This design comes from an exercise in tuning for small area on the open sky130 flow, not from production work. The RTL was checked by simulation tests, not by an equivalence proof against the original design. Power figures rest on the tool's default switching activity, not on a simulated workload.

<file path="flow/flow/run.sh">
#!/bin/bash
# Standard layout (standard.sh) with three changes:
#  - post_fp.tcl, run at the end of floorplan, removes the synthesis buffers
#    and maps combinational cells to their smallest drive strength; placement
#    and timing repair upsize where needed
#  - the port buffers use buf_1
#  - the clock tree uses sink clusters of up to 25 on clkbuf_16, no dummy loads
set -o pipefail
export POST_FLOORPLAN_TCL="$PWD/flow/post_fp.tcl"
export BUFFER_PORTS_ARGS="-buffer_cell sky130_fd_sc_hd__buf_1"
export CTS_ARGS="-sink_clustering_enable -repair_clock_nets -sink_clustering_size 25 -sink_clustering_max_diameter 80 -buf_list sky130_fd_sc_hd__clkbuf_16 -dont_use_dummy_load"
bash standard.sh > standard.log 2>&1
</file>
<file path="flow/flow/post_fp.tcl">
# Area recovery before placement: drop the buffers synthesis added and map
# each combinational cell to the smallest cell of the same function family
# (same base name, other drive strength); placement repair upsizes again
# where slew, capacitance or timing need it.
remove_buffers
set db [ord::get_db]
set block [ord::get_db_block]
set nswap 0
foreach inst [$block getInsts] {
  set m [$inst getMaster]
  set name [$m getName]
  if {![regexp {^(sky130_fd_sc_hd__[a-z0-9]+)_([0-9]+)$} $name -> base drive]} { continue }
  if {[regexp {df|dl|sdf|edf|conb|tap|fill|decap|clkbuf|clkinv|clkdly|dlygate} $base]} { continue }
  set best $name
  set barea [expr {[$m getWidth] * [$m getHeight]}]
  foreach d {0 1 2 4} {
    set cand ${base}_$d
    if {$cand eq $name} { continue }
    set cm [$db findMaster $cand]
    if {$cm eq "NULL" || $cm eq ""} { continue }
    if {[lsearch $::env(DONT_USE_CELLS) $cand] >= 0} { continue }
    set ca [expr {[$cm getWidth] * [$cm getHeight]}]
    if {$ca < $barea} { set best $cand; set barea $ca }
  }
  if {$best ne $name} {
    replace_cell [$inst getName] $best
    incr nswap
  }
}
puts "post_fp: downsized $nswap cells"
</file>
<file path="flow/standard.sh">
#!/bin/bash
# synth_recipe.tcl (not shown) runs the flow's synth.tcl, then flattens the netlist and writes it again
# the make line also repeats each setting of config.mk as NAME=value (left out here)
make -C /OpenROAD-flow-scripts/flow DESIGN_CONFIG=/design/flow/config.mk WORK_HOME=/design/flow/orfs CLKGATE_MAP_FILE= SYNTH_SCRIPT=/design/flow/synth_recipe.tcl "${@:-finish}"
</file>
<file path="flow/config.mk">
export PLATFORM = sky130hd
export DESIGN_NAME = pcs
export DESIGN_NICKNAME = pcs
export VERILOG_FILES = /design/flow/design.v
export SDC_FILE = /design/flow/constraint.sdc
export NUM_CORES = 4
export LEC_CHECK = 0
export CAP_MARGIN = 0
export CORE_MARGIN = 2
export CORE_UTILIZATION = 65
export GPL_TIMING_DRIVEN = 0
export SETUP_SLACK_MARGIN = 0.3
export SLEW_MARGIN = 0
export SYNTH_HIERARCHICAL = 1
</file>
<file path="flow/constraint.sdc">
create_clock -name core_clock -period 4.5 [get_ports {gty_tx_usr_clk}]
set_input_delay 0.9000 -clock core_clock [delete_from_list [all_inputs] [get_ports {gty_tx_usr_clk}]]
set_output_delay 0.9000 -clock core_clock [all_outputs]
set_load 0.01 [all_outputs]
</file>
<file path="flow/design.v">
`timescale 1ns/1ps
`default_nettype none
package pcs_pkg;
    typedef logic [31:0] xgmii_data_t;       
    typedef logic [3:0]  xgmii_ctrl_t;       
    localparam logic [7:0] XGMII_IDLE  = 8'h07;
    localparam logic [7:0] XGMII_START = 8'hFB;
    localparam logic [7:0] XGMII_TERM  = 8'hFD;
    localparam logic [7:0] XGMII_ERROR = 8'hFE;
endpackage
`default_nettype wire
`timescale 1ns/1ps
`default_nettype none
module pcs_scr_bit #(
    parameter bit CODE = 1'b0,
    parameter bit INV  = 1'b0
) (
    input  wire d0,
    input  wire d1,
    input  wire bd,
    input  wire bl,
    input  wire ce,
    input  wire x1,
    input  wire x2,
    output wire y
);
    wire p = (bd & d0) | (bl & d1) | (CODE & ce);
    assign y = INV ^ p ^ x1 ^ x2;
endmodule
module pcs_xor2 (
    input  wire a,
    input  wire b,
    output wire y
);
    assign y = a ^ b;
endmodule
module pcs_scr_xor3 (
    input  wire p,
    input  wire x1,
    input  wire x2,
    output wire y
);
    wire t;
    pcs_xor2 u_x1 (.a(x1), .b(x2), .y(t));
    pcs_xor2 u_x2 (.a(p),  .b(t),  .y(y));
endmodule
`default_nettype wire
`timescale 1ns/1ps
`default_nettype none
module pcs_mxi (
    input  wire a,
    input  wire b,
    input  wire s,
    output wire y
);
    assign y = ~(s ? b : a);
endmodule
module pcs_mxi32 (
    input  wire [31:0] a,
    input  wire [31:0] b,
    input  wire [31:0] s,
    output wire [31:0] y
);
    for (genvar i = 0; i < 32; i++) begin : g_bit
        pcs_mxi u_mx (.a(a[i]), .b(b[i]), .s(s[i]), .y(y[i]));
    end
endmodule
`default_nettype wire
`timescale 1ns/1ps
`default_nettype none
import pcs_pkg::*;
module pcs (
    input  wire         gty_tx_usr_clk,
    input  wire         i_arst_n,
    input  pcs_pkg::xgmii_data_t i_xgmii_txd,
    input  pcs_pkg::xgmii_ctrl_t i_xgmii_txc,
    input  wire         i_xgmii_valid,
    output logic        o_xgmii_pause,
    output pcs_pkg::xgmii_data_t o_tx_gearbox_data,
    output logic        o_tx_gearbox_valid,
    output logic        o_tx_encoding_err
);
    logic        hi_q;           
    logic        f0_q;           
    logic        f1_q;           
    logic        f2_q;           
    logic        fresh_q;        
    logic [5:0]  stall_q;        
    logic        run_q;
    logic [5:0]  fill_q;         
    logic        trdy, accept, form, gacc, emit, jhi;
    logic [3:0]  o;              
    assign trdy   = (stall_q != 6'd32);
    assign accept = i_xgmii_valid & trdy;
    assign form   = accept & hi_q;
    assign gacc   = (f1_q | f2_q) & trdy;
    assign emit   = fill_q[5] | fill_q[4];           
    assign jhi    = fill_q[5];                       
    assign o      = fill_q[3:0];
    assign o_xgmii_pause = ~trdy;
    always_ff @(posedge gty_tx_usr_clk or negedge i_arst_n) begin
        if (!i_arst_n) begin
            hi_q               <= 1'b0;
            f0_q               <= 1'b0;
            f1_q               <= 1'b0;
            f2_q               <= 1'b0;
            fresh_q            <= 1'b1;
            stall_q            <= 6'd0;
            run_q              <= 1'b0;
            fill_q             <= 6'd0;
            o_tx_gearbox_valid <= 1'b0;
            o_tx_encoding_err  <= 1'b0;
        end else begin
            if (accept) hi_q <= ~hi_q;
            if (trdy) begin
                f0_q <= form;
                f1_q <= f0_q;
                f2_q <= f1_q;
            end
            if (form) fresh_q <= 1'b0;
            run_q <= run_q | gacc;
            if (run_q | gacc)
                stall_q <= trdy ? stall_q + 6'd1 : 6'd0;
            fill_q <= fill_q - {emit, 4'd0} + (gacc ? {1'b0, 1'b1, 3'd0, f1_q} : 6'd0);
            o_tx_gearbox_valid <= emit;
            o_tx_encoding_err  <= form & blk_err;
        end
    end
    logic [31:0] lo_d_q;
    logic [3:0]  lo_c_q;
    logic [63:0] txd;
    logic [7:0]  txc;
    logic [7:0]  l_idle, l_err, l_term;
    logic        all_data, start, code_ok, term_any, blk_err, blk_code, blk_data;
    logic [7:0]  term;           
    logic [7:0]  below;          
    logic [7:0]  ttype;
    logic [7:0]  pay_lo;         
    logic [7:0]  code_e;         
    always_ff @(posedge gty_tx_usr_clk) begin
        if (accept & ~hi_q) begin
            lo_d_q <= i_xgmii_txd;
            lo_c_q <= i_xgmii_txc;
        end else if (form) begin
            lo_d_q <= scr[63:32];
        end
    end
    assign txd = {i_xgmii_txd, lo_d_q};
    assign txc = {i_xgmii_txc, lo_c_q};
    always_comb begin
        for (int j = 0; j < 8; j++) begin
            l_idle[j] = (txd[8*j +: 8] == XGMII_IDLE);
            l_err[j]  = (txd[8*j +: 8] == XGMII_ERROR);
            l_term[j] = (txd[8*j +: 8] == XGMII_TERM);
        end
        all_data = (txc == 8'h00);
        start    = (txc == 8'h01) && (txd[7:0] == XGMII_START);
        code_ok  = (txc == 8'hFF) && ((l_idle | l_err) == 8'hFF);
        for (int k = 0; k < 8; k++) begin
            term[k] = (txc == 8'(8'hFF << k)) && l_term[k];
            for (int j = k + 1; j < 8; j++)
                if (!l_idle[j]) term[k] = 1'b0;
        end
        term_any = |term;
        blk_err  = ~(all_data | start | code_ok | term_any);
        blk_code = code_ok | blk_err;
        blk_data = all_data | start;
        for (int j = 0; j < 8; j++) begin
            below[j] = 1'b0;
            for (int k = j + 1; k < 8; k++)
                below[j] = below[j] | term[k];
        end
        ttype = 8'h00;
        if (term[0]) ttype = ttype | 8'h87;
        if (term[1]) ttype = ttype | 8'h99;
        if (term[2]) ttype = ttype | 8'hAA;
        if (term[3]) ttype = ttype | 8'hB4;
        if (term[4]) ttype = ttype | 8'hCC;
        if (term[5]) ttype = ttype | 8'hD2;
        if (term[6]) ttype = ttype | 8'hE1;
        if (term[7]) ttype = ttype | 8'hFF;
        pay_lo = (all_data ? txd[7:0] : 8'h00) | (start ? 8'h78 : 8'h00) |
                 (blk_code ? 8'h1E : 8'h00) | ttype;
        for (int j = 0; j < 8; j++)
            code_e[j] = blk_code & (blk_err | l_err[j]);
    end
    logic [63:0] blk_q;          
    logic        hdr_q;          
    logic [63:6] prev_n;         
    logic [63:0] scr;
    assign prev_n = ~(blk_q[63:6] | {58{fresh_q}});
    for (genvar i = 0; i < 64; i++) begin : g_scr
        localparam bit T1N = (i < 39);
        localparam bit T2N = (i < 58);
        wire x1 = (i >= 39) ? scr[(i - 39) % 64] : prev_n[(i + 25) % 64];
        wire x2 = (i >= 58) ? scr[(i - 58) % 64] : prev_n[(i + 6) % 64];
        if (i < 8) begin : g_type
            pcs_scr_xor3 u_bit (.p(pay_lo[i]), .x1(x1), .x2(x2), .y(scr[i]));
        end else begin : g_data
            localparam bit CODE = ((i - 8) % 7 >= 1) && ((i - 8) % 7 <= 4);
            pcs_scr_bit #(.CODE(CODE), .INV(T1N ^ T2N)) u_bit (
                .d0 (txd[i]),
                .d1 (txd[(i - 8) % 64]),
                .bd (blk_data),
                .bl (below[((i - 8) / 8) % 8]),
                .ce (code_e[((i - 8) / 7) % 8]),
                .x1 (x1),
                .x2 (x2),
                .y  (scr[i])
            );
        end
    end
    always_ff @(posedge gty_tx_usr_clk) begin
        if (form) begin
            blk_q[31:0] <= scr[31:0];
            hdr_q       <= all_data;
        end
        if (f0_q & trdy)
            blk_q[63:32] <= lo_d_q;
    end
    logic [31:0] rin_n, r1, r2_n, r3, rot_n;    
    logic [31:0] rhi;            
    logic [31:0] m;              
    logic [31:0] sel0, sel1;
    logic [31:0] w0h_n, w1h_n, w0_d, w1_d;
    logic [31:0] w0_q, w1_q, w2_q;
    logic        a0, a1;
    assign a0 = gacc & ~jhi;
    assign a1 = gacc & jhi;
    always_comb begin
        for (int p = 0; p < 32; p++) begin
            m[p]    = (p / 2 >= o);
            sel0[p] = a0 & m[p];
            sel1[p] = a1 & m[p];
        end
    end
    pcs_mxi32 u_rin (.a(blk_q[63:32]), .b({blk_q[29:0], ~hdr_q, hdr_q}), .s({32{f1_q}}), .y(rin_n));
    pcs_mxi32 u_rot0 (.a(rin_n), .b({rin_n[29:0], rin_n[31:30]}), .s({32{o[0]}}), .y(r1));
    pcs_mxi32 u_rot1 (.a(r1),    .b({r1[27:0], r1[31:28]}),       .s({32{o[1]}}), .y(r2_n));
    pcs_mxi32 u_rot2 (.a(r2_n),  .b({r2_n[23:0], r2_n[31:24]}),   .s({32{o[2]}}), .y(r3));
    pcs_mxi32 u_rot3 (.a(r3),    .b({r3[15:0], r3[31:16]}),       .s({32{o[3]}}), .y(rot_n));
    pcs_mxi32 u_rhi  (.a(rot_n), .b(~{16{blk_q[31:30]}}),         .s(m),          .y(rhi));
    pcs_mxi32 u_w1h (.a(w2_q),  .b(rhi),   .s({32{a0}}), .y(w1h_n));
    pcs_mxi32 u_w1d (.a(w1h_n), .b(rot_n), .s(sel1),     .y(w1_d));
    pcs_mxi32 u_w0h (.a(w0_q),  .b(w1_q),  .s({32{emit}}), .y(w0h_n));
    pcs_mxi32 u_w0d (.a(w0h_n), .b(rot_n), .s(sel0),       .y(w0_d));
    always_ff @(posedge gty_tx_usr_clk) begin
        w0_q <= w0_d;
        w1_q <= w1_d;
        w2_q <= rhi;
        o_tx_gearbox_data <= w0_q;
    end
endmodule
`default_nettype wire
</file>
==> results.cfg, run 1 <==
[status]
outcome = timing/DRC/antenna clean

[worst_hold_path]
min-delay-start = w0_q[8]
min_path_type = reg -> reg
hold_end = o_tx_gearbox_data[8]
min_path_cells = 0

[setup_path]
regToRegSetupSlack_ps = 440
path_class = in -> reg
arrival_ps = 4370
start_kind = input port
cp_max_fo = 10
rr_endpoint = lo_d_q[26]
crit_path_cell_trace = buf_1 > or4b_1 > or2_1 > a22o_1 > or4_4 > nand3_4 > o21ai_1 > a221oi_2 > xnor2_1 > xor2_2 > xnor2_1 > mux2_2
critPathLaunch = i_xgmii_txd[27]
cp_slowest_cell = or4b_1
r2r_start = lo_d_q[28]
crit_top_cell = xnor2_1
required_ps = 4760
cpPeakStageDelay_ps = 600
end_kind = flop
rr_worst_depth = 12

[placed_design]
pre_cts_ws_ps = -961.8
place_congestion = 0.9674
portBuffers = 73
hpwlAfterDp_mm = 26.67
dp_cells = 1494

[route]
vias = 9694
route.met2.wl_mm = 17.22
drtIter0Drc = 878
antenna_left = 0
wl_met3_mm = 2.373
firstDrtPassIters = 5
drt-met1-wl_mm = 14.01
top_layer = met4
drc = 0
wl_per_cell_um = 23.61
via_per_inst = 6.407
wl_mm = 35.72

[floorplan]
ios = 74
coreArea_um2 = 20360
rows = 52
fp.dieW_um = 148.5
start_util = 0.6666
die-area_um2 = 22060
die_y_um = 148.5

[yosys]
netlist_area_um2 = 13580
yosys.area_share.adder = 0.01346
ys_ff_latch = 249
synth_ff_type = dfxtp_1
ys_types = 68
netlist_instances = 1159
synth-simple-area-share = 0.09972
synth_mux_area_frac = 0.2625
synth_edf_count = 101
avgSynthCellArea_um2 = 11.71
synth_top_cell_area_share = 0.2359
yosys.area.top_type = mux2i_1
synthArstFlopShare = 0.08032
yosys-top-cells-area = mux2i_1 24%, edfxtp_1 22%, dfxtp_1 19%, xnor2_1 5.2%, xor2_1 3.7%
synth_top_family_by_area = multiplexers
synth-compound-area-share = 0.07263
synth_warnings = 7
yosysSeqAreaShare = 0.4491
synth-xor-area-share = 0.08839

[clocking]
cts-buffers-inserted = 15
cts_tree = done
insertion_delay_ps = 520
clock-sinks = 249
cts_hold_buf = 0
path_clk_slew_ps = 100
root_buffer = clkbuf_16
cts.htree.levels = 1
clock_path_buffers = 3

[global_route]
antenna_found_initial = 0
grt_pass1_vias = 9477
grt_pass1_wl_mm = 54.84
overflow = 0
grt_max_degree = 60
grt_util_all_layers = 0.3238

[layout]
layout-drive-gt1-share = 0.09091
antenna_cells = 0
area_growth_pct = 8.682
layout.cells.non_filler = 1513
finalNetCount = 1298

[timing]
layout_setup_ws_ps = 389.6
period_needed_ps = 4110
hold_violations = 0
rsz0062_at_grt = true
whs_ps = 334.6
finalSetupViolCount = 0
slew_headroom = 0.2702
fin_crit_sh = 0.9134
max_slew.worst_pin.slew_ps = 1095
finClkSkew_ps = 46.55
fmax_mhz = 243.3
slew_viol_final = 0

[job]
drv_cap = 0

[pwr]
power_leakage_nw = 5.967
finalPower_mw = 9.021
peakVddDrop_v = 0.0003394
p_per_area_nw_per_um2 = 611.4
cell usage after synthesis (all sizes together) (5+ instances only):
| cell type | count |
|---|---|
| a21oi | 13 |
| a221oi | 34 |
| a22oi | 24 |
| and2 | 7 |
| and3 | 8 |
| clkbuf | 15 |
| dfrtp | 19 |
| dfxtp | 128 |
| edfxtp | 101 |
| ha | 13 |
| inv | 33 |
| mux2 | 32 |
| mux2i | 320 |
| nand2 | 43 |
| nand3 | 13 |
| nand3b | 6 |
| nand4 | 17 |
| nor2 | 100 |
| nor2b | 5 |
| nor3 | 9 |
| nor4 | 8 |
| o21ai | 17 |
| or4b | 5 |
| xnor2 | 80 |
| xor2 | 57 |
modules after synthesis, one instance, submodules excluded, a selection:
module    cells  flops+latches  area [µm²]
pcs_mxi       1              0       10.01
pcs         655            249        8546
pcs_xor2      1              0       8.758
per-layer routing:
layer,vias up,track usage
met5,-,0
met4,0,0.1552
met3,140,0.04509
met2,445,0.5581
met1,4666,0.4024
li1,4443,-
where the power goes:
| part | total [mW] | leakage (nW) | internal, mW | switching [mW] |
|---|---|---|---|---|
| registers | 3.65 | 2.26 | 3.20 | 0.449 |
| logic | 4.06 | 3.52 | 1.75 | 2.32 |
| clock network | 1.31 | 0.185 | 0.598 | 0.714 |
| total | 9.02 | 5.97 | 5.54 | 3.48 |
layout by cell type (no fill, tap or decap), drive strengths merged, types with 6 or more instances in the layout:
cell    Yosys  layout
dfrtp      19      19
nor4        8       8
and3        8       8
xnor2      80      80
dfxtp     128     128
a221oi     34      34
mux2       32      32
nor3        9       9
and2        7       7
nor2      100     100
nand3b      6       6
o21ai      17      17
nand4      17      17
nand2      43      43
mux2i     320     320
nand3      13      13
edfxtp    101     101
a21oi      13      13
xor2       57      57
ha         13      13
clkbuf     15      16
a22oi      24      24
inv        33      33
buf         2      84
metrics by stage:
step / util / TNS [ps] / cell area (µm²)
CTS: 0.7118 / 0 / 14500
floorplan: - / 0 / 13590
finish: 0.7245 / 0 / 14750
global route: 0.7245 / 0 / 14750
global placement: 0.6790 / -192160 / 13830
detailed placement: 0.6889 / -21690 / 14030
area by class of cell:
cell class                 instances  area [µm²]
clock buffer                      15       375.4
fill                            1489        5610
inverter                          33       123.9
multi-input combinational        861        7286
sequential                       249        6103
tap                              270       337.8
timing repair buffer              85       528.0
timing repair:
| item | in CTS | in global routing |
|---|---|---|
| endpoints found under the setup margin | 35 | 19 |
| pin swaps | 2 | 7 |
| endpoints found under the hold margin | 0 | 0 |
| resized for setup | 15 | 28 |
| setup buffers | 0 | 1 |
worst max-delay path by stage:
stage          cells after the start  slack, ps          to
2_1_floorplan                     11        430  lo_d_q[31]
3_3_place_gp                       9      -4030  lo_d_q[17]
3_5_place_dp                      13       -960  lo_d_q[16]
4_1_cts                           12        260  lo_d_q[16]
5_1_grt                           12        280  lo_d_q[24]
6_report                          12        390  lo_d_q[26]
worst max-delay path, delay by kind of cell:
family                 cells  cell delay (ps)
AND/OR/NAND/NOR            4             1720
AO/OA/AOI/OAI              3              740
XOR/XNOR                   3              640
multiplexers               1              260
buffers and inverters      1              110
registers in the layout, summed over array words and instances, names as in the netlist:
| register | count |
|---|---|
| hi_q | 1 |
| w0_q | 32 |
| lo_d_q | 32 |
| fresh_q | 1 |
| f2_q | 1 |
| blk_q | 64 |
| o_tx_gearbox_data | 32 |
| o_tx_encoding_err | 1 |
| run_q | 1 |
| f0_q | 1 |
| stall_q | 6 |
| hdr_q | 1 |
| f1_q | 1 |
| o_tx_gearbox_valid | 1 |
| lo_c_q | 4 |
| fill_q | 6 |
| w2_q | 32 |
| w1_q | 32 |
kinds of logic (layout without fill, tap and decap cells):
kind of cell | Yosys count | count (layout)
AND/OR/NAND/NOR | 255 | 255
buffers and inverters | 50 | 133
adder cells (fa/ha/maj) | 14 | 14
XOR/XNOR | 137 | 137
flip-flops | 249 | 249
other | 1 | 2
multiplexers | 352 | 352
AO/OA/AOI/OAI | 101 | 101
==> inputs of run 2 (changes only) <==
--- a/flow/design.v
+++ b/flow/design.v
@@ -35,5 +35,14 @@
     assign y = a ^ b;
 endmodule
-module pcs_scr_xor3 (
+module pcs_xnor2 (
+    input  wire a,
+    input  wire b,
+    output wire y
+);
+    assign y = ~(a ^ b);
+endmodule
+module pcs_scr_xor3 #(
+    parameter bit INV = 1'b0
+) (
     input  wire p,
     input  wire x1,
@@ -43,5 +52,21 @@
     wire t;
     pcs_xor2 u_x1 (.a(x1), .b(x2), .y(t));
-    pcs_xor2 u_x2 (.a(p),  .b(t),  .y(y));
+    if (INV) begin : g_inv
+        pcs_xnor2 u_x2 (.a(p), .b(t), .y(y));
+    end else begin : g_pos
+        pcs_xor2 u_x2 (.a(p), .b(t), .y(y));
+    end
+endmodule
+module pcs_pay_bit #(
+    parameter bit CODE = 1'b0
+) (
+    input  wire d0,
+    input  wire d1,
+    input  wire bd,
+    input  wire bl,
+    input  wire ce,
+    output wire y
+);
+    assign y = (bd & d0) | (bl & d1) | (CODE & ce);
 endmodule
 `default_nettype wire
@@ -118,5 +143,5 @@
                 f2_q <= f1_q;
             end
-            if (form) fresh_q <= 1'b0;
+            if (f0_q & trdy) fresh_q <= 1'b0;       
             run_q <= run_q | gacc;
             if (run_q | gacc)
@@ -143,5 +168,5 @@
             lo_c_q <= i_xgmii_txc;
         end else if (form) begin
-            lo_d_q <= scr[63:32];
+            lo_d_q <= pay_hi;
         end
     end
@@ -188,34 +213,52 @@
     logic        hdr_q;          
     logic [63:6] prev_n;         
-    logic [63:0] scr;
+    logic [31:0] scr_lo;
+    logic [63:32] pay_hi;
+    logic [63:32] scr_hi;
+    logic        mv;
     assign prev_n = ~(blk_q[63:6] | {58{fresh_q}});
-    for (genvar i = 0; i < 64; i++) begin : g_scr
+    assign mv     = f0_q & trdy;
+    for (genvar i = 0; i < 32; i++) begin : g_lo
+        if (i < 8) begin : g_type
+            pcs_scr_xor3 u_bit (.p(pay_lo[i]), .x1(prev_n[i + 25]), .x2(prev_n[i + 6]), .y(scr_lo[i]));
+        end else begin : g_data
+            localparam bit CODE = ((i - 8) % 7 >= 1) && ((i - 8) % 7 <= 4);
+            pcs_scr_bit #(.CODE(CODE), .INV(1'b0)) u_bit (
+                .d0 (txd[i]),
+                .d1 (txd[i - 8]),
+                .bd (blk_data),
+                .bl (below[(i - 8) / 8]),
+                .ce (code_e[(i - 8) / 7]),
+                .x1 (prev_n[i + 25]),
+                .x2 (prev_n[i + 6]),
+                .y  (scr_lo[i])
+            );
+        end
+    end
+    for (genvar i = 32; i < 64; i++) begin : g_pay
+        localparam bit CODE = ((i - 8) % 7 >= 1) && ((i - 8) % 7 <= 4);
+        pcs_pay_bit #(.CODE(CODE)) u_bit (
+            .d0 (txd[i]),
+            .d1 (txd[i - 8]),
+            .bd (blk_data),
+            .bl (below[(i - 8) / 8]),
+            .ce (code_e[((i - 8) / 7) % 8]),
+            .y  (pay_hi[i])
+        );
+    end
+    for (genvar i = 32; i < 64; i++) begin : g_hi
         localparam bit T1N = (i < 39);
         localparam bit T2N = (i < 58);
-        wire x1 = (i >= 39) ? scr[(i - 39) % 64] : prev_n[(i + 25) % 64];
-        wire x2 = (i >= 58) ? scr[(i - 58) % 64] : prev_n[(i + 6) % 64];
-        if (i < 8) begin : g_type
-            pcs_scr_xor3 u_bit (.p(pay_lo[i]), .x1(x1), .x2(x2), .y(scr[i]));
-        end else begin : g_data
-            localparam bit CODE = ((i - 8) % 7 >= 1) && ((i - 8) % 7 <= 4);
-            pcs_scr_bit #(.CODE(CODE), .INV(T1N ^ T2N)) u_bit (
-                .d0 (txd[i]),
-                .d1 (txd[(i - 8) % 64]),
-                .bd (blk_data),
-                .bl (below[((i - 8) / 8) % 8]),
-                .ce (code_e[((i - 8) / 7) % 8]),
-                .x1 (x1),
-                .x2 (x2),
-                .y  (scr[i])
-            );
-        end
+        wire x1 = T1N ? prev_n[(i + 25) % 64] : blk_q[(i - 39) % 64];
+        wire x2 = T2N ? prev_n[(i + 6) % 64]  : blk_q[(i - 58) % 64];
+        pcs_scr_xor3 #(.INV(T1N ^ T2N)) u_bit (.p(lo_d_q[i - 32]), .x1(x1), .x2(x2), .y(scr_hi[i]));
     end
     always_ff @(posedge gty_tx_usr_clk) begin
         if (form) begin
-            blk_q[31:0] <= scr[31:0];
+            blk_q[31:0] <= scr_lo;
             hdr_q       <= all_data;
         end
-        if (f0_q & trdy)
-            blk_q[63:32] <= lo_d_q;
+        if (mv)
+            blk_q[63:32] <= scr_hi;
     end
     logic [31:0] rin_n, r1, r2_n, r3, rot_n;    
--- a/flow/config.mk
+++ b/flow/config.mk
@@ -10,5 +10,5 @@
 export CORE_UTILIZATION = 65
 export GPL_TIMING_DRIVEN = 0
-export SETUP_SLACK_MARGIN = 0.3
+export SETUP_SLACK_MARGIN = 0.1
 export SLEW_MARGIN = 0
 export SYNTH_HIERARCHICAL = 1
==> run 2 against run 1 <==
Net effect: utilization decreased by 1.1 points; die area decreased by 0.42%; via count decreased by 0.88%.
==> results.cfg, run 2 <==
[route]
vias = 9609
wl_mm = 33.86
drtIter0Drc = 672
antenna_left = 0
via_per_inst = 6.355
wl_per_cell_um = 22.39
drc = 0
firstDrtPassIters = 8

[floorplan]
die-area_um2 = 21960
fp.dieW_um = 148.2
die_y_um = 148.2
start_util = 0.6659
ios = 74
rows = 52
coreArea_um2 = 20300

[timing]
slew_viol_final = 0
layout_setup_ws_ps = 171.7
rsz0062_at_grt = false
fmax_mhz = 231.0
fin_crit_sh = 0.9619
slew_headroom = 0.1381
max_slew.worst_pin.slew_ps = 1291
period_needed_ps = 4328
finalSetupViolCount = 0
whs_ps = 352.4
finClkSkew_ps = 47.08
hold_violations = 0

[yosys]
ys_ff_latch = 249
synth-xor-area-share = 0.08877
synth_edf_count = 101
synth_ff_type = dfxtp_1
yosysSeqAreaShare = 0.4511
synth_top_family_by_area = multiplexers
ys_top_cells_by_count = 320 x mux2i_1, 128 x dfxtp_1, 101 x edfxtp_1
synth-simple-area-share = 0.1016
synth-compound-area-share = 0.06646
avgSynthCellArea_um2 = 11.61
ys_types = 64
yosys.area.top_type = mux2i_1
netlist_instances = 1164
yosys.area_share.adder = 0.01351
synthArstFlopShare = 0.08032
yosys-top-cells-area = mux2i_1 24%, edfxtp_1 22%, dfxtp_1 19%, xor2_1 5.7%, dfrtp_1 3.5%
netlist_area_um2 = 13520
synth_warnings = 7
synth_top_cell_area_share = 0.2370
synth.most_common_cell = mux2i_1
synth_mux_area_frac = 0.2628

[setup_path]
arrival_ps = 4560
cp_max_fo = 19
end_kind = flop
path_class = reg -> reg
start_kind = flop
required_ps = 4740

[clocking]
clock_path_buffers = 3
cts_hold_buf = 0
cts_tree = done
root_buffer = clkbuf_16
clock-sinks = 249
cts-buffers-inserted = 14
path_clk_slew_ps = 100
cts.htree.levels = 1
insertion_delay_ps = 500

[pwr]
swShare = 0.3820
p_seq_frac = 0.410
peakVddDrop_v = 0.0003064
p_per_area_nw_per_um2 = 605.7
power_leakage_nw = 5.850
pwr-share-clk = 0.144
switchingPower_mw = 3.349
p_comb_frac = 0.446
internal_power_mw = 5.418

[layout]
fillerInstances = 1547
multiInputGateArea_um2 = 7111
largest_reg_flops = 64
seq_area_um2 = 6103
regMostFlops = blk_q
final_cell_mix = 320 x mux2i_1, 128 x dfxtp_1, 101 x edfxtp_1
antenna_cells = 0
layout.cells.non_filler = 1512
layout-drive-gt1-share = 0.05797
final_common_cell = mux2i_1
finalNetCount = 1297
area_growth_pct = 7.090

[placed_design]
pre_cts_ws_ps = -574.5
dp_cells = 1497
portBuffers = 73
place_congestion = 0.9409
hpwlAfterDp_mm = 25.08

[global_route]
grt_util_all_layers = 0.3121
antenna_found_initial = 0
overflow = 0
grt_pass1_vias = 9496
grt_max_degree = 60
grt_pass1_wl_mm = 53.26

[worst_hold_path]
min_path_type = reg -> reg

[status]
outcome = timing/DRC/antenna clean

[job]
drv_cap = 0
run 2: cell count changes in the layout (fill, tap and decap cells not counted), moves of 7 or more:
| cell | delta |
|---|---|
| a22o_1 | +12 |
| xnor2_1 | -19 |
| a221oi_1 | -12 |
| nand2_1 | -9 |
| xor2_1 | +37 |
| nand4b_1 | +7 |
| a221o_1 | +18 |
| xnor2_2 | -12 |
| a22oi_1 | -11 |
run 2: repair_timing:
item                                    in CTS  in global routing
endpoints found under the hold margin        0                  0
cloned                                       0                  0
endpoints found under the setup margin      36                  8
setup buffers                                0                  0
gates resized for setup                      2                  1
run 2: cells by family (layout without fill, tap and decap cells):
kind of cell | count (synthesis) | in the layout
mux | 351 | 351
xor+xnor | 137 | 137
simple gates | 258 | 258
flops | 249 | 249
buf+inv | 51 | 128
fa+ha+maj | 14 | 14
other cells | 1 | 2
compound gates | 103 | 103
run 2: worst paths after layout:
kind	start	end	slack [ps]	cells after the start
max reg2reg	lo_c_q[2]	blk_q[25]	170	8
max in group asynchronous	i_arst_n	fill_q[0]	3190	1
min reg2reg	w0_q[14]	o_tx_gearbox_data[14]	350	0
min in group asynchronous	i_arst_n	fill_q[3]	580	1
max	lo_c_q[2]	blk_q[25]	170	8
min	w0_q[14]	o_tx_gearbox_data[14]	350	0
run 2: area by class of cell:
type	count	share of cell area
inverters	33	0.008557
multi-input cells	865	0.4912
clock buffers	14	0.02420
repair buffers	81	0.03103
flip-flops and latches	249	0.4216
well taps	270	0.02334
run 2: modules after synthesis, one instance, submodules excluded, excerpt:
module	cells	times used	cell area (µm²)
pcs_xor2	1	61	8.758
pcs_mxi	1	320	10.01
pcs	660	1	8605
pcs_xnor2	1	19	8.758
run 2: worst max-delay path: stages, from the launching register on:
cell,delay (ps)
edfxtp_1,470
nor4_1,730
nand2_1,310
nor3_4,540
a211o_1,490
nand2b_2,520
o21ai_0,350
a221oi_1,520
xnor2_1,170
run 2: per-layer routing:
metal	up-vias	GRT usage	part of all wire
li1	4469	-	-
met1	4640	0.3976	0.41
met2	396	0.5322	0.48
met3	104	0.04202	0.065
met4	0	0.1410	0.050
met5	-	0	0
run 2: power groups by stage:
| stage | Sequential (mW) | Clock [mW] | Combinational, mW |
|---|---|---|---|
| after floorplan | 3.76 | 0 | 2.72 |
| after global placement | 3.81 | 0 | 3.55 |
| after detailed placement | 3.64 | 0 | 3.89 |
| after CTS | 3.60 | 1.28 | 3.91 |
| after global routing | 3.68 | 1.37 | 4.27 |
| final | 3.60 | 1.26 | 3.91 |
run 2: through the flow:
| stage | cell area [µm²] | total power, mW | util | TNS (ps) |
|---|---|---|---|---|
| 2_1_floorplan | 13520 | 6.482 | - | 0 |
| 3_3_place_gp | 13930 | 7.365 | 0.6861 | -19400 |
| 3_5_place_dp | 14080 | 7.533 | 0.6938 | -13440 |
| 4_1_cts | 14440 | 8.789 | 0.7114 | 0 |
| 5_1_grt | 14480 | 9.317 | 0.7131 | 0 |
| 6_report | 14480 | 8.767 | 0.7131 | 0 |
==> inputs of run 3 (changes only) <==
--- a/flow/config.mk
+++ b/flow/config.mk
@@ -8,7 +8,7 @@
 export CAP_MARGIN = 0
 export CORE_MARGIN = 2
-export CORE_UTILIZATION = 65
+export CORE_UTILIZATION = 75
 export GPL_TIMING_DRIVEN = 0
-export SETUP_SLACK_MARGIN = 0.1
+export SETUP_SLACK_MARGIN = 0.2
 export SLEW_MARGIN = 0
 export SYNTH_HIERARCHICAL = 1
==> run 3 against run 2 <==
Net effect: still clean; final area shrank 0.43%; critical path depth grew 1; area after synthesis is the same; via count grew 0.92%; first-iteration DRC count grew 32%; synthesized cell count is the same; combinational power shrank 1%; wire length grew 0.18%; sequential power grew 2%; cell count shrank 2.8%; clock power grew 3%; register-to-register slack gained 470 ps; critical path type is now in -> reg.
==> results.cfg, run 3 <==
[global_route]
antenna_found_initial = 0
grt_max_degree = 60
grt_util_all_layers = 0.3513
overflow = 0
grt_pass1_vias = 9818
grt_pass1_wl_mm = 53.47

[worst_hold_path]
min-delay-start = w0_q[8]
min_path_cells = 0
hold_end = o_tx_gearbox_data[8]
min_path_type = reg -> reg

[clocking]
cts-buffers-inserted = 15
cts_hold_buf = 0
clock-sinks = 249
root_buffer = clkbuf_16
cts_tree = done
path_clk_slew_ps = 90
insertion_delay_ps = 510
cts.htree.levels = 1
clock_path_buffers = 3
cts_setup_buffers = 0

[pwr]
swShare = 0.3850
peakVddDrop_v = 0.0006490
pwr-share-clk = 0.147
p_seq_frac = 0.415
switchingPower_mw = 3.405
p_per_area_nw_per_um2 = 613.6
internal_power_mw = 5.440
power_leakage_nw = 5.849
p_comb_frac = 0.438
finalPower_mw = 8.844

[timing]
fin_crit_sh = 0.8855
period_needed_ps = 3985
max_slew.worst_pin.slew_ps = 1312
hold_violations = 0
slew_headroom = 0.1246
fmax_mhz = 250.9
finalSetupViolCount = 0
rsz0062_at_grt = false
setup_tns_ps = 0
finClkSkew_ps = 53.10
layout_setup_ws_ps = 515.0
slew_viol_final = 0

[floorplan]
start_util = 0.7576
ios = 74
rows = 49
die-area_um2 = 19110
die_y_um = 138.2
fp.dieW_um = 138.2
coreArea_um2 = 17840

[setup_path]
r2r_start = lo_c_q[3]
end_kind = flop
arrival_ps = 4180
rr_worst_depth = 8
regToRegSetupSlack_ps = 640
rr_endpoint = blk_q[26]
cp_max_fo = 19
path_class = in -> reg
start_kind = input port
required_ps = 4700

[job]
drv_cap = 0

[route]
drc = 0
vias = 9697
drtIter0Drc = 889
firstDrtPassIters = 5
via_per_inst = 6.597
wl_mm = 33.92
wl_per_cell_um = 23.07
antenna_left = 0

[yosys]
synth.most_common_cell = mux2i_1
yosysSeqAreaShare = 0.4511
synth_top_cell_area_share = 0.2370
synthArstFlopShare = 0.08032
synth_ff_type = dfxtp_1
yosys-top-cells-area = mux2i_1 24%, edfxtp_1 22%, dfxtp_1 19%, xor2_1 5.7%, dfrtp_1 3.5%
netlist_area_um2 = 13520
netlist_instances = 1164
yosys.area.top_type = mux2i_1
ys_ff_latch = 249
ys_types = 64
ys_top_cells_by_count = 320 x mux2i_1, 128 x dfxtp_1, 101 x edfxtp_1
synth_edf_count = 101
synth_warnings = 7
avgSynthCellArea_um2 = 11.61

[layout]
finalNetCount = 1296
fillerInstances = 1131
regMostFlops = blk_q
area_growth_pct = 6.628
final_cell_mix = 320 x mux2i_1, 128 x dfxtp_1, 101 x edfxtp_1
final_area_um2 = 14410
final_common_cell = mux2i_1
antenna_cells = 0
largest_reg_flops = 64
multiInputGateArea_um2 = 7122
seq_area_um2 = 6103
layout-drive-gt1-share = 0.05802

[placed_design]
place_area_um2 = 13980
pre_cts_ws_ps = -588.7
place_congestion = 1.018
portBuffers = 73
hpwlAfterDp_mm = 24.84

[status]
outcome = timing/DRC/antenna clean
-- run 3: cell counts after synthesis --
Identical to the previous run, type by type.
-- run 3: stage by stage --
step	util	hold slack [ps]	cells
after detailed placement	0.7839	339.0	1454
after global placement	0.7778	334.5	1449
after global routing	0.8078	361.8	1470
after CTS	0.8053	356.2	1469
final	0.8078	355.5	1470
after floorplan	-	330.1	1165
-- run 3: area by class of cell --
type | instances | share of cell area
Multi-Input combinational cell | 865 | 0.4941
Tap cell | 229 | 0.01988
Clock buffer | 15 | 0.02604
Sequential cell | 249 | 0.4235
Timing Repair Buffer | 79 | 0.02787
Inverter | 33 | 0.008594
-- run 3: critical path, cell delays in order --
cell      delay, ps
buf_1           120
or4_1           610
nor3_1          460
and4_1          320
a211o_1         420
nand2b_4        390
o21ai_0         280
a221oi_1        480
xnor2_1         210
-- run 3: repair_timing --
| item | 4_1_cts | 5_1_grt |
|---|---|---|
| hold endpoints to repair | 0 | 0 |
| endpoints found under the setup margin | 39 | 32 |
| gates resized for setup | 2 | 3 |
| pin swaps | 0 | 0 |
-- run 3: power groups by stage --
stage	Sequential, mW	Clock, mW	Combinational, mW
6_report	3.67	1.30	3.87
5_1_grt	3.74	1.37	4.19
4_1_cts	3.67	1.30	3.84
3_5_place_dp	3.71	0	3.81
3_3_place_gp	3.80	0	3.52
2_1_floorplan	3.76	0	2.72
-- run 3: how the worst max path moves through the flow --
| stage | from | endpoint | slack [ps] | depth (start not counted) |
|---|---|---|---|---|
| 2_1_floorplan | i_xgmii_txc[2] | lo_d_q[0] | 1070 | 9 |
| 3_3_place_gp | lo_c_q[3] | blk_q[26] | -770 | 8 |
| 3_5_place_dp | lo_c_q[3] | blk_q[26] | -590 | 8 |
| 4_1_cts | lo_c_q[3] | blk_q[26] | 210 | 8 |
| 5_1_grt | i_xgmii_txd[28] | blk_q[26] | 360 | 9 |
| 6_report | i_xgmii_txd[28] | blk_q[26] | 520 | 9 |
-- run 3: cells by family after synthesis --
group | share of synthesized area
compound gates | 0.06646
xor+xnor | 0.08877
fa+ha+maj | 0.01352
buf+inv | 0.01546
flops | 0.4511
mux | 0.2628
other cells | 0.0002774
simple gates | 0.1016
-- run 3: per-module statistics from Yosys, one instance, submodules excluded, a selection --
module / flip-flops and latches / copies in the design / area (µm²)
pcs: 249 / 1 / 8605
pcs_mxi: 0 / 320 / 10.01
pcs_xnor2: 0 / 19 / 8.758
pcs_xor2: 0 / 61 / 8.758
-- run 3: routing by layer --
layer / part of all wire / track usage / up-vias
li1: - / - / 4467
met1: 0.39 / 0.4335 / 4656
met2: 0.48 / 0.6034 / 456
met3: 0.073 / 0.05577 / 118
met4: 0.052 / 0.1745 / 0
met5: 0 / 0 / -
==> inputs of run 4 (changes only) <==
--- a/flow/design.v
+++ b/flow/design.v
@@ -115,4 +115,5 @@
     logic [5:0]  fill_q;         
     logic        trdy, accept, form, gacc, emit, jhi;
+    logic        blk_err;        
     logic [3:0]  o;              
     assign trdy   = (stall_q != 6'd32);
@@ -157,5 +158,5 @@
     logic [7:0]  txc;
     logic [7:0]  l_idle, l_err, l_term;
-    logic        all_data, start, code_ok, term_any, blk_err, blk_code, blk_data;
+    logic        all_data, start, code_ok, term_any, blk_code, blk_data;
     logic [7:0]  term;           
     logic [7:0]  below;          
@@ -163,10 +164,11 @@
     logic [7:0]  pay_lo;         
     logic [7:0]  code_e;         
+    logic [63:32] pay_hi;        
     always_ff @(posedge gty_tx_usr_clk) begin
+        if (accept) begin
+            lo_d_q <= pay_hi;
+        end
         if (accept & ~hi_q) begin
-            lo_d_q <= i_xgmii_txd;
             lo_c_q <= i_xgmii_txc;
-        end else if (form) begin
-            lo_d_q <= pay_hi;
         end
     end
@@ -214,5 +216,4 @@
     logic [63:6] prev_n;         
     logic [31:0] scr_lo;
-    logic [63:32] pay_hi;
     logic [63:32] scr_hi;
     logic        mv;
@@ -236,4 +237,9 @@
         end
     end
+    logic       hp_bd;
+    logic [7:0] hp_bl, hp_ce;
+    assign hp_bd = blk_data | ~hi_q;
+    assign hp_bl = below & {8{hi_q}};
+    assign hp_ce = code_e & {8{hi_q}};
     for (genvar i = 32; i < 64; i++) begin : g_pay
         localparam bit CODE = ((i - 8) % 7 >= 1) && ((i - 8) % 7 <= 4);
@@ -241,7 +247,7 @@
             .d0 (txd[i]),
             .d1 (txd[i - 8]),
-            .bd (blk_data),
-            .bl (below[(i - 8) / 8]),
-            .ce (code_e[((i - 8) / 7) % 8]),
+            .bd (hp_bd),
+            .bl (hp_bl[(i - 8) / 8]),
+            .ce (hp_ce[((i - 8) / 7) % 8]),
             .y  (pay_hi[i])
         );
==> run 4 against run 3 <==
Net effect: still clean; sequential share of layout area rose by 0.93 points; utilization increased by 0.76 points; clock power fell by 4%; via count grew 0.68%; area after synthesis decreased by 1.7%; fmax down 2.9%; clock skew decreased by 6.2 ps; register-to-register slack worse by 240 ps; worst hold slack worse by 6.5 ps; critical endpoint is now blk_q[12]; largest power group unchanged.
==> results.cfg, run 4 <==
[global_route]
grt_util_all_layers = 0.3650
overflow = 0
grt_pass1_wl_mm = 52.24
grt_pass1_vias = 9561
antenna_found_initial = 0
grt_max_degree = 60

[setup_path]
cp_max_fo = 10
start_kind = flop
required_ps = 4740
end_kind = flop
arrival_ps = 4340
path_class = reg -> reg

[timing]
setup_tns_ps = 0
finalSetupViolCount = 0
period_needed_ps = 4103
slew_viol_final = 0
hold_violations = 0
fmax_mhz = 243.7
rsz0062_at_grt = false
finClkSkew_ps = 46.92
fin_crit_sh = 0.9117
slew_headroom = 0.05615
max_slew.worst_pin.slew_ps = 1414

[clocking]
cts_tree = done
clock-sinks = 249
cts-buffers-inserted = 14
root_buffer = clkbuf_16
insertion_delay_ps = 500
cts.htree.levels = 1
path_clk_slew_ps = 90
clock_path_buffers = 3

[yosys]
ys_types = 62
avgSynthCellArea_um2 = 11.59
netlist_instances = 1146
synth_edf_count = 101
netlist_area_um2 = 13280
synth_top_cell_area_share = 0.2427
yosys-top-cells-area = mux2i_1 24%, edfxtp_1 23%, dfxtp_1 19%, xor2_1 5.9%, dfrtp_1 3.6%
synthArstFlopShare = 0.08032
ys_top_cells_by_count = 322 x mux2i_1, 128 x dfxtp_1, 101 x edfxtp_1
synth_warnings = 7
synth_ff_type = dfxtp_1
yosys.area.top_type = mux2i_1
synth.most_common_cell = mux2i_1
yosysSeqAreaShare = 0.4591
ys_ff_latch = 249

[floorplan]
die-area_um2 = 18790
rows = 48
fp.dieW_um = 137.1
coreArea_um2 = 17300
die_y_um = 137.1
ios = 74
start_util = 0.7679

[route]
firstDrtPassIters = 7
wl_per_cell_um = 23.54
wl_mm = 34.13
vias = 9763
antenna_left = 0
via_per_inst = 6.733
drtIter0Drc = 1026
drc = 0

[layout]
fillerInstances = 1079
final_area_um2 = 14100
regMostFlops = blk_q
largest_reg_flops = 64
final_common_cell = mux2i_1
antenna_cells = 0
finalNetCount = 1280
final_cell_mix = 322 x mux2i_1, 128 x dfxtp_1, 101 x edfxtp_1
layout-drive-gt1-share = 0.03020
area_growth_pct = 6.189

[pwr]
peakVddDrop_v = 0.0006688
power_leakage_nw = 5.711
p_per_area_nw_per_um2 = 818.4

[placed_design]
place_area_um2 = 13720
hpwlAfterDp_mm = 24.85
place_congestion = 0.9933
portBuffers = 73

[job]
drv_cap = 0

[status]
outcome = timing/DRC/antenna clean

[worst_hold_path]
min_path_type = reg -> reg
## run 4: cell count changes after synthesis, moves of 4 or more
cell | before | now
o21ai_0 | 10 | 6
nand4b_1 | 11 | 7
nand2b_1 | 7 | 2
mux2_2 | 31 | 0
nor2b_1 | 3 | 8
and4_1 | 5 | 9
nand2_1 | 34 | 41
nand3_1 | 16 | 20
or3_1 | 2 | 6
a21o_1 | 5 | 1
## run 4: cell type report
type | count | area (µm²) | area share
multi-input combinational | 852 | 6834 | 0.4846
sequential | 249 | 6103 | 0.4328
timing repair buffer | 80 | 421.7 | 0.02990
clock buffer | 14 | 350.3 | 0.02484
tap | 225 | 281.5 | 0.01996
inverter | 30 | 112.6 | 0.007984
## run 4: final timing paths
check	cells after the start	to	slack, ps	startpoint
worst max-delay path	8	blk_q[12]	400	lo_c_q[0]
worst min-delay path	0	o_tx_gearbox_data[2]	350	w0_q[2]
worst max register to register	8	blk_q[12]	400	lo_c_q[0]
worst min register to register	0	o_tx_gearbox_data[2]	350	w0_q[2]
max in group asynchronous	1	fill_q[3]	3170	i_arst_n
min in group asynchronous	1	hi_q	590	i_arst_n
## run 4: timing repair
item / in CTS / in global routing
hold buffers: 0 / 0
buffers inserted: 0 / 0
resized for setup: 0 / 1
endpoints found under the setup margin: 0 / 12
## run 4: per-module statistics from Yosys, one instance, submodules excluded, a selection
module     flip-flops and latches  cells inside  cell area (µm²)  times used
pcs                           249           642             8369           1
pcs_mxi                         0             1            10.01         320
pcs_xnor2                       0             1            8.758          19
pcs_xor2                        0             1            8.758          61
## run 4: where the power goes
group,switching [mW],internal (mW)
sequential,0.744,3.60
clock,0.692,0.560
combinational,3.51,2.44
## run 4: worst max-delay path: stages (launching register included)
cell,delay (ps)
edfxtp_1,490
nor4_1,650
nand2_1,160
nor4_1,1010
nor2_1,430
nand3_1,510
or2_2,330
a221oi_1,130
xnor2_1,170
## run 4: kinds of logic (layout without fill, tap and decap cells)
kind of cell               Yosys count  in the layout  share of synthesized area
and+or+nand+nor                    274            274                     0.1132
muxes                              322            322                     0.2427
DFF                                249            249                     0.4591
buffers and inverters               46            124                    0.01347
xor gates and xnor gates           138            138                    0.09100
AOI/OAI and AO/OA                  102            102                    0.06651
adders and majority gates           14             14                    0.01375
other                                1              2                  0.0002823
## run 4: per-layer routing
layer	vias to the layer above	GRT usage	wire length, µm
met4	0	0.1632	1569
li1	4412	-	-
met3	114	0.05852	2981
met5	-	0	0
met1	4698	0.4513	13000
met2	539	0.6291	16580
## run 4: stage by stage
stage                     hold slack [ps]  total power, mW  std cells  utilization  setup WS [ps]
after floorplan                     330.1            8.464       1147            -           1122
after global placement              333.5            9.769       1429       0.7862         -225.5
after detailed placement            336.4            10.13       1435       0.7935         -134.5
after CTS                           354.6            11.39       1449       0.8137          376.2
after global routing                358.9            12.14       1450       0.8154          214.2
final                               349.1            11.54       1450       0.8154          397.1
==> inputs of run 5 (changes only) <==
--- a/flow/design.v
+++ b/flow/design.v
@@ -111,11 +111,13 @@
     logic        f2_q;           
     logic        fresh_q;        
-    logic [5:0]  stall_q;        
-    logic        run_q;
+    localparam logic [5:0] ST_C0    = 6'h01;
+    localparam logic [5:0] ST_C1    = 6'h02;
+    localparam logic [5:0] ST_PAUSE = 6'h09;    
+    logic [5:0]  stall_q;
     logic [5:0]  fill_q;         
     logic        trdy, accept, form, gacc, emit, jhi;
     logic        blk_err;        
     logic [3:0]  o;              
-    assign trdy   = (stall_q != 6'd32);
+    assign trdy   = (stall_q != ST_PAUSE);
     assign accept = i_xgmii_valid & trdy;
     assign form   = accept & hi_q;
@@ -133,5 +135,4 @@
             fresh_q            <= 1'b1;
             stall_q            <= 6'd0;
-            run_q              <= 1'b0;
             fill_q             <= 6'd0;
             o_tx_gearbox_valid <= 1'b0;
@@ -145,7 +146,9 @@
             end
             if (f0_q & trdy) fresh_q <= 1'b0;       
-            run_q <= run_q | gacc;
-            if (run_q | gacc)
-                stall_q <= trdy ? stall_q + 6'd1 : 6'd0;
+            if (stall_q == 6'd0) begin
+                if (gacc) stall_q <= ST_C1;
+            end else begin
+                stall_q <= trdy ? {stall_q[4:0], stall_q[5] ^ stall_q[4]} : ST_C0;
+            end
             fill_q <= fill_q - {emit, 4'd0} + (gacc ? {1'b0, 1'b1, 3'd0, f1_q} : 6'd0);
             o_tx_gearbox_valid <= emit;
@@ -160,4 +163,5 @@
     logic        all_data, start, code_ok, term_any, blk_code, blk_data;
     logic [7:0]  term;           
+    logic [7:0]  csuf, zpre, isuf;
     logic [7:0]  below;          
     logic [7:0]  ttype;
@@ -181,21 +185,23 @@
             l_term[j] = (txd[8*j +: 8] == XGMII_TERM);
         end
-        all_data = (txc == 8'h00);
-        start    = (txc == 8'h01) && (txd[7:0] == XGMII_START);
-        code_ok  = (txc == 8'hFF) && ((l_idle | l_err) == 8'hFF);
-        for (int k = 0; k < 8; k++) begin
-            term[k] = (txc == 8'(8'hFF << k)) && l_term[k];
-            for (int j = k + 1; j < 8; j++)
-                if (!l_idle[j]) term[k] = 1'b0;
-        end
+        csuf[7] = txc[7];
+        isuf[7] = 1'b1;
+        for (int k = 6; k >= 0; k--) begin
+            csuf[k] = csuf[k+1] & txc[k];
+            isuf[k] = isuf[k+1] & l_idle[k+1];
+        end
+        zpre[0] = 1'b1;
+        for (int k = 1; k < 8; k++)
+            zpre[k] = zpre[k-1] & ~txc[k-1];
+        all_data = zpre[7] & ~txc[7];
+        start    = (txc[0] & ~|txc[7:1]) && (txd[7:0] == XGMII_START);
+        code_ok  = csuf[0] && ((l_idle | l_err) == 8'hFF);
+        for (int k = 0; k < 8; k++)
+            term[k] = csuf[k] & zpre[k] & l_term[k] & isuf[k];
         term_any = |term;
         blk_err  = ~(all_data | start | code_ok | term_any);
-        blk_code = code_ok | blk_err;
+        blk_code = ~(all_data | start | term_any);
         blk_data = all_data | start;
-        for (int j = 0; j < 8; j++) begin
-            below[j] = 1'b0;
-            for (int k = j + 1; k < 8; k++)
-                below[j] = below[j] | term[k];
-        end
+        below    = {8{term_any}} & ~txc;             
         ttype = 8'h00;
         if (term[0]) ttype = ttype | 8'h87;
==> flow/flow/run.sh (replaced) <==
#!/bin/bash
# Standard layout (standard.sh) with three changes:
#  - post_fp.tcl, run at the end of floorplan, removes the synthesis buffers
#    and maps combinational cells to their smallest drive strength; placement
#    and timing repair upsize where needed
#  - the port buffers use buf_1
#  - the clock tree uses sink clusters of up to 25 on clkbuf_16 leaves,
#    clkbuf_8 above them, no dummy loads
set -o pipefail
export POST_FLOORPLAN_TCL="$PWD/flow/post_fp.tcl"
export BUFFER_PORTS_ARGS="-buffer_cell sky130_fd_sc_hd__buf_1"
export CTS_ARGS="-sink_clustering_enable -repair_clock_nets -sink_clustering_size 25 -sink_clustering_max_diameter 80 -buf_list sky130_fd_sc_hd__clkbuf_16 -root_buf sky130_fd_sc_hd__clkbuf_8 -tree_buf sky130_fd_sc_hd__clkbuf_8 -dont_use_dummy_load"
bash standard.sh > standard.log 2>&1
--- a/flow/config.mk
+++ b/flow/config.mk
@@ -10,5 +10,5 @@
 export CORE_UTILIZATION = 75
 export GPL_TIMING_DRIVEN = 0
-export SETUP_SLACK_MARGIN = 0.2
+export SETUP_SLACK_MARGIN = 0.1
 export SLEW_MARGIN = 0
 export SYNTH_HIERARCHICAL = 1
==> run 5 against run 4 <==
Net effect: critical endpoint is now blk_q[26]; critical path type is now in -> reg; die area fell by 1.4%; clock power fell by 6%; final area fell by 1.2%; non-clock buffer count fell by 1; flip-flop and latch count fell by 1; clock-buffer cell count did not move; first-iteration DRC count fell by 9.2%; wire length fell by 3.1%; via count fell by 2.6%; the layout now fails its checks (capacitance limit, slew limit); clock skew fell by 17 ps; area after synthesis fell by 1.4%; combinational power fell by 3.4%.
==> results.cfg, run 5 <==
[yosys]
synth_top_cell_area_share = 0.2447
ys_types = 64
synthArstFlopShare = 0.07661
netlist_area_um2 = 13090
synth_warnings = 7
netlist_instances = 1125
avgSynthCellArea_um2 = 11.64
yosysSeqAreaShare = 0.4639
synth_ff_type = dfxtp_1
ys_top_cells_by_count = 320 x mux2i_1, 128 x dfxtp_1, 112 x nor2_1
yosys.area.top_type = mux2i_1
synth.most_common_cell = mux2i_1
ys_ff_latch = 248
synth_edf_count = 101
yosys-top-cells-area = mux2i_1 24%, edfxtp_1 23%, dfxtp_1 20%, xor2_1 5.8%, dfrtp_1 3.4%

[pwr]
p_per_area_nw_per_um2 = 817.6
power_leakage_nw = 5.655
finalPower_mw = 11.39
peakVddDrop_v = 0.0005090

[layout]
fillerInstances = 1091
final_common_cell = mux2i_1
layout-drive-gt1-share = 0.03154
regMostFlops = blk_q
seq_area_um2 = 6078
area_growth_pct = 6.404
final_cell_mix = 320 x mux2i_1, 128 x dfxtp_1, 112 x nor2_1
finalNetCount = 1260
multiInputGateArea_um2 = 6735
antenna_cells = 0
largest_reg_flops = 64
fin_util = 0.8109

[clocking]
root_buffer = clkbuf_8
cts_setup_buffers = 0
cts-buffers-inserted = 14
cts.htree.levels = 1
cts_hold_buf = 0
clock-sinks = 248
clock_path_buffers = 3
insertion_delay_ps = 540
cts_resized = 0
cts_tree = done
path_clk_slew_ps = 90

[global_route]
grt_util_all_layers = 0.3551
antenna_found_initial = 0
grt_pass1_wl_mm = 50.35
grt_pass1_vias = 9232
overflow = 0
grt_max_degree = 60

[floorplan]
fp.dieW_um = 136.1
rows = 48
coreArea_um2 = 17180
die-area_um2 = 18530
die_y_um = 136.1
ios = 74
start_util = 0.7621

[job]
drv_cap = 1

[status]
outcome = complete, but fails checks
violations = capacitance limit, slew limit

[timing]
period_needed_ps = 4181
finalSetupViolCount = 0
fmax_mhz = 239.2
finClkSkew_ps = 29.68
max_slew.worst_pin.slew_ps = 1495
slew_viol_final = 1
fin_crit_sh = 0.9290
slew_headroom = -0.004240
hold_violations = 0
rsz0062_at_grt = false
layout_setup_ws_ps = 319.3

[route]
drtIter0Drc = 932
wl_mm = 33.09
drc = 0
firstDrtPassIters = 5
wl_per_cell_um = 23.14
vias = 9507
antenna_left = 0
via_per_inst = 6.648

[placed_design]
portBuffers = 73
hpwlAfterDp_mm = 24.03
place_congestion = 1.003
pre_cts_ws_ps = 15.27

[setup_path]
cp_max_fo = 8
required_ps = 4750
path_class = in -> reg
start_kind = input port
end_kind = flop
arrival_ps = 4430

[worst_hold_path]
min_path_type = reg -> reg
-- run 5: cell types whose count changed in the layout (fill, tap and decap cells not counted), moves of 5 or more --
cell | previous run | this run
nor4_1 | 13 | 8
or4_1 | 2 | 9
nor2_1 | 100 | 112
and2_1 | 8 | 3
nand2_1 | 41 | 30
nand3_1 | 20 | 13
and4_1 | 9 | 4
nand4_1 | 19 | 14
-- run 5: layout make-up --
type                    instances  area share
multi-input cells             832      0.4836
flip-flops and latches        248      0.4364
repair buffers                 79     0.02848
clock buffers                  14     0.02273
well taps                     225     0.02021
inverters                      32    0.008624
-- run 5: path summary, 6_finish.rpt --
check	from	end	slack [ps]	depth (start not counted)
max in group asynchronous	i_arst_n	f1_q	3340	1
max	i_xgmii_txc[0]	blk_q[26]	320	9
min in group asynchronous	i_arst_n	stall_q[2]	490	1
min reg2reg	w0_q[25]	o_tx_gearbox_data[25]	340	0
min	w0_q[25]	o_tx_gearbox_data[25]	340	0
max reg2reg	lo_c_q[0]	blk_q[26]	370	8
-- run 5: Yosys stat by module, one instance, submodules excluded, a selection --
module	cells inside	flip-flops and latches	cell area [µm²]
pcs	621	248	8178
pcs_xnor2	1	0	8.758
pcs_xor2	1	0	8.758
pcs_mxi	1	0	10.01
-- run 5: critical path, cell delays in order --
cell and delay [ps]:
buf_1 270, nor4_1 120, and2_1 190, and3_1 200
a41o_1 300, a211oi_1 1080, nor2_1 480, a221oi_1 660
xnor2_1 220
-- run 5: kinds of logic after synthesis --
group	after synthesis	share of synthesized area
buffers and inverters	46	0.01329
AND/OR/NAND/NOR	252	0.1004
XOR/XNOR	134	0.08966
flip-flops	248	0.4639
adder cells (fa/ha/maj)	14	0.01396
AO/OA/AOI/OAI	110	0.07389
multiplexers	320	0.2447
other	1	0.0002865
-- run 5: per-layer routing --
metal | up-vias | track usage | part of all wire
met5 | - | 0 | 0
met4 | 0 | 0.1620 | 0.053
met3 | 135 | 0.04884 | 0.080
met2 | 476 | 0.6094 | 0.48
met1 | 4556 | 0.4462 | 0.39
li1 | 4340 | - | -
-- run 5: per-stage QoR --
stage	setup TNS [ps]	cell area, µm²	hold WS [ps]	cells
6_report	0	13930	342.2	1430
5_1_grt	0	13930	339.5	1430
3_5_place_dp	0	13580	334.6	1415
2_1_floorplan	0	13090	330.1	1126
4_1_cts	0	13900	341.6	1429
3_3_place_gp	-124.5	13480	333.9	1410
-- run 5: power by group --
part,total (mW),internal [mW],switching [mW]
registers,4.46,3.59,0.872
clock network,1.17,0.498,0.677
logic,5.75,2.41,3.34
==> inputs of run 6 (changes only) <==
--- a/flow/config.mk
+++ b/flow/config.mk
@@ -6,9 +6,9 @@
 export NUM_CORES = 4
 export LEC_CHECK = 0
-export CAP_MARGIN = 0
+export CAP_MARGIN = 10
 export CORE_MARGIN = 2
 export CORE_UTILIZATION = 75
 export GPL_TIMING_DRIVEN = 0
 export SETUP_SLACK_MARGIN = 0.1
-export SLEW_MARGIN = 0
+export SLEW_MARGIN = 10
 export SYNTH_HIERARCHICAL = 1
==> run 6 against run 5 <==
Net effect: now clean on timing, DRC and antenna; fmax increased by 1.3%; power is 1.0% higher; combinational power increased by 4.5%; worst hold slack gained 13 ps; clock-buffer cell count did not move; cell count is 0.28% higher; flip-flop and latch count stayed put; global-route usage grew 0.73 points; non-clock buffer count up 4.
==> results.cfg, run 6 <==
[timing]
hold_violations = 0
fin_crit_sh = 0.9168
setup_tns_ps = 0
max_slew.worst_pin.slew_ps = 1333
whs_ps = 354.7
layout_setup_ws_ps = 374.5
rsz0062_at_grt = false
period_needed_ps = 4125
slew_viol_final = 0
finalSetupViolCount = 0
fmax_mhz = 242.4
slew_headroom = 0.1059
finClkSkew_ps = 36.66

[clocking]
insertion_delay_ps = 540
cts-buffers-inserted = 14
cts_setup_buffers = 0
clock-sinks = 248
cts_hold_buf = 0
cts_resized = 0
root_buffer = clkbuf_8
clock_path_buffers = 3
cts.htree.levels = 1
cts_tree = done
path_clk_slew_ps = 90

[yosys]
synth-compound-area-share = 0.07389
ys_ff_latch = 248
synth_edf_count = 101
synthArstFlopShare = 0.07661
synth_mux_area_frac = 0.2447
synth_top_family_by_area = multiplexers
ys_types = 64
netlist_area_um2 = 13090
yosys-top-cells-area = mux2i_1 24%, edfxtp_1 23%, dfxtp_1 20%, xor2_1 5.8%, dfrtp_1 3.4%
synth-xor-area-share = 0.08966
ys_top_cells_by_count = 320 x mux2i_1, 128 x dfxtp_1, 112 x nor2_1
yosysSeqAreaShare = 0.4639
synth_warnings = 7
yosys.area_share.adder = 0.01396
synth_top_cell_area_share = 0.2447
synth_ff_type = dfxtp_1
yosys.area.top_type = mux2i_1
synth.most_common_cell = mux2i_1
netlist_instances = 1125
synth-simple-area-share = 0.1004
avgSynthCellArea_um2 = 11.64

[job]
drv_cap = 0

[global_route]
antenna_found_initial = 0
grt_pass1_wl_mm = 51.43
grt_util_all_layers = 0.3624
grt_max_degree = 60
grt_pass1_vias = 9387
overflow = 0

[layout]
regMostFlops = blk_q
antenna_cells = 0
final_cell_mix = 320 x mux2i_1, 128 x dfxtp_1, 112 x nor2_1
area_growth_pct = 6.863
layout-drive-gt1-share = 0.03557
largest_reg_flops = 64
finalNetCount = 1264
seq_area_um2 = 6078
fin_util = 0.8144
fillerInstances = 1098
multiInputGateArea_um2 = 6735
final_common_cell = mux2i_1

[pwr]
switchingPower_mw = 4.961
swShare = 0.4313
pwr-share-clk = 0.103
peakVddDrop_v = 0.0005452
internal_power_mw = 6.543
p_per_area_nw_per_um2 = 822.4
p_seq_frac = 0.375
power_leakage_nw = 5.681
p_comb_frac = 0.522
finalPower_mw = 11.50

[floorplan]
coreArea_um2 = 17180
fp.dieW_um = 136.1
die-area_um2 = 18530
start_util = 0.7621
ios = 74
die_y_um = 136.1
rows = 48

[route]
firstDrtPassIters = 7
wl_per_cell_um = 23.49
drtIter0Drc = 927
antenna_left = 0
via_per_inst = 6.715
vias = 9630
drc = 0
wl_mm = 33.68

[placed_design]
hpwlAfterDp_mm = 24.68
portBuffers = 73
pre_cts_ws_ps = 22.73
place_congestion = 1.003

[setup_path]
cp_max_fo = 8
arrival_ps = 4380
required_ps = 4750
end_kind = flop
path_class = in -> reg
start_kind = input port

[worst_hold_path]
min_path_type = reg -> reg

[status]
outcome = timing/DRC/antenna clean
-- run 6: cell counts after synthesis --
Identical to the previous run, type by type.
-- run 6: path summary, 6_finish.rpt --
kind | startpoint | to | slack [ps] | cells after the start
setup reg to reg | lo_c_q[0] | blk_q[26] | 480 | 8
max in group asynchronous | i_arst_n | fill_q[0] | 3360 | 1
setup / recovery | i_xgmii_txc[0] | blk_q[26] | 370 | 9
min in group asynchronous | i_arst_n | stall_q[2] | 480 | 1
hold reg to reg | w0_q[24] | o_tx_gearbox_data[24] | 350 | 0
hold / removal | w0_q[24] | o_tx_gearbox_data[24] | 350 | 0
-- run 6: layout make-up --
type / count / share of cell area
Clock buffer: 14 / 0.02263
Inverter: 32 / 0.008587
Tap cell: 225 / 0.02013
Multi-Input combinational cell: 832 / 0.4815
Timing Repair Buffer: 83 / 0.03265
Sequential cell: 248 / 0.4345
-- run 6: cells by family (layout without fill, tap and decap cells) --
logic type,Yosys count,count (layout)
buf+inv,46,129
other cells,1,2
mux,320,320
xor+xnor,134,134
fa+ha+maj,14,14
compound gates,110,110
flops,248,248
simple gates,252,252
-- run 6: critical path: stages --
cell and delay [ps]:
buf_1 280, nor4_1 140, and2_1 200, and3_1 200
a41o_1 300, a211oi_1 1090, nor2_1 480, a221oi_1 580
xnor2_1 200
-- run 6: modules after synthesis (local to each module, per instance), excerpt --
| module | times used | cells | flops+latches |
|---|---|---|---|
| pcs_xor2 | 61 | 1 | 0 |
| pcs_xnor2 | 19 | 1 | 0 |
| pcs | 1 | 621 | 248 |
| pcs_mxi | 320 | 1 | 0 |
-- run 6: power groups by stage --
stage | Sequential, mW | Clock [mW] | Combinational, mW
final | 4.32 | 1.18 | 6.01
after global routing | 4.38 | 1.26 | 6.44
after CTS | 4.29 | 1.19 | 5.90
after detailed placement | 4.33 | 0 | 5.83
after global placement | 4.52 | 0 | 5.23
after floorplan | 4.34 | 0 | 4.11
-- run 6: per-layer routing --
| layer | track usage | part of all wire | up-vias |
|---|---|---|---|
| met3 | 0.04362 | 0.077 | 125 |
| met4 | 0.1661 | 0.053 | 0 |
| li1 | - | - | 4347 |
| met5 | 0 | 0 | - |
| met1 | 0.4525 | 0.38 | 4628 |
| met2 | 0.6298 | 0.49 | 530 |
-- run 6: stage by stage --
stage / std cells / area, µm²
after CTS: 1433 / 13970
after floorplan: 1126 / 13090
after global placement: 1410 / 13480
final: 1434 / 13990
after detailed placement: 1419 / 13660
after global routing: 1434 / 13990

==> afterwards: timing with drivers on the ports <==
The flow's constraints put no driver on any port. The routed layouts listed below were extracted and timed again, unchanged, in two steps. Step 1 sets driving cells, clkbuf_16 on the clock port and buf_2 on the other inputs (assumed; they add their load-dependent delay and slew). Step 2 also shifts input and output timing later by t, the mid clock arrival at the registers, as if the neighbouring blocks saw the same clock. Slacks: ideal / step 1 / step 2; pairs: ideal / step 1.
run | t, ns | setup slack, ns | slew at the worst register clock pin (ns) | pins driven straight from the clock port
run 1 | 0.542 | 0.390 / 0.419 / -0.123 | 0.10 / 0.10 | 1
run 2 | 0.520 | 0.172 / 0.172 / -0.125 | 0.10 / 0.10 | 1
run 3 | 0.530 | 0.515 / 0.544 / 0.013 | 0.10 / 0.10 | 1
run 4 | 0.524 | 0.397 / 0.397 / 0.022 | 0.10 / 0.10 | 1
run 5 | 0.565 | 0.319 / 0.335 / -0.230 | 0.10 / 0.10 | 1
run 6 | 0.566 | 0.375 / 0.391 / -0.174 | 0.10 / 0.10 | 1
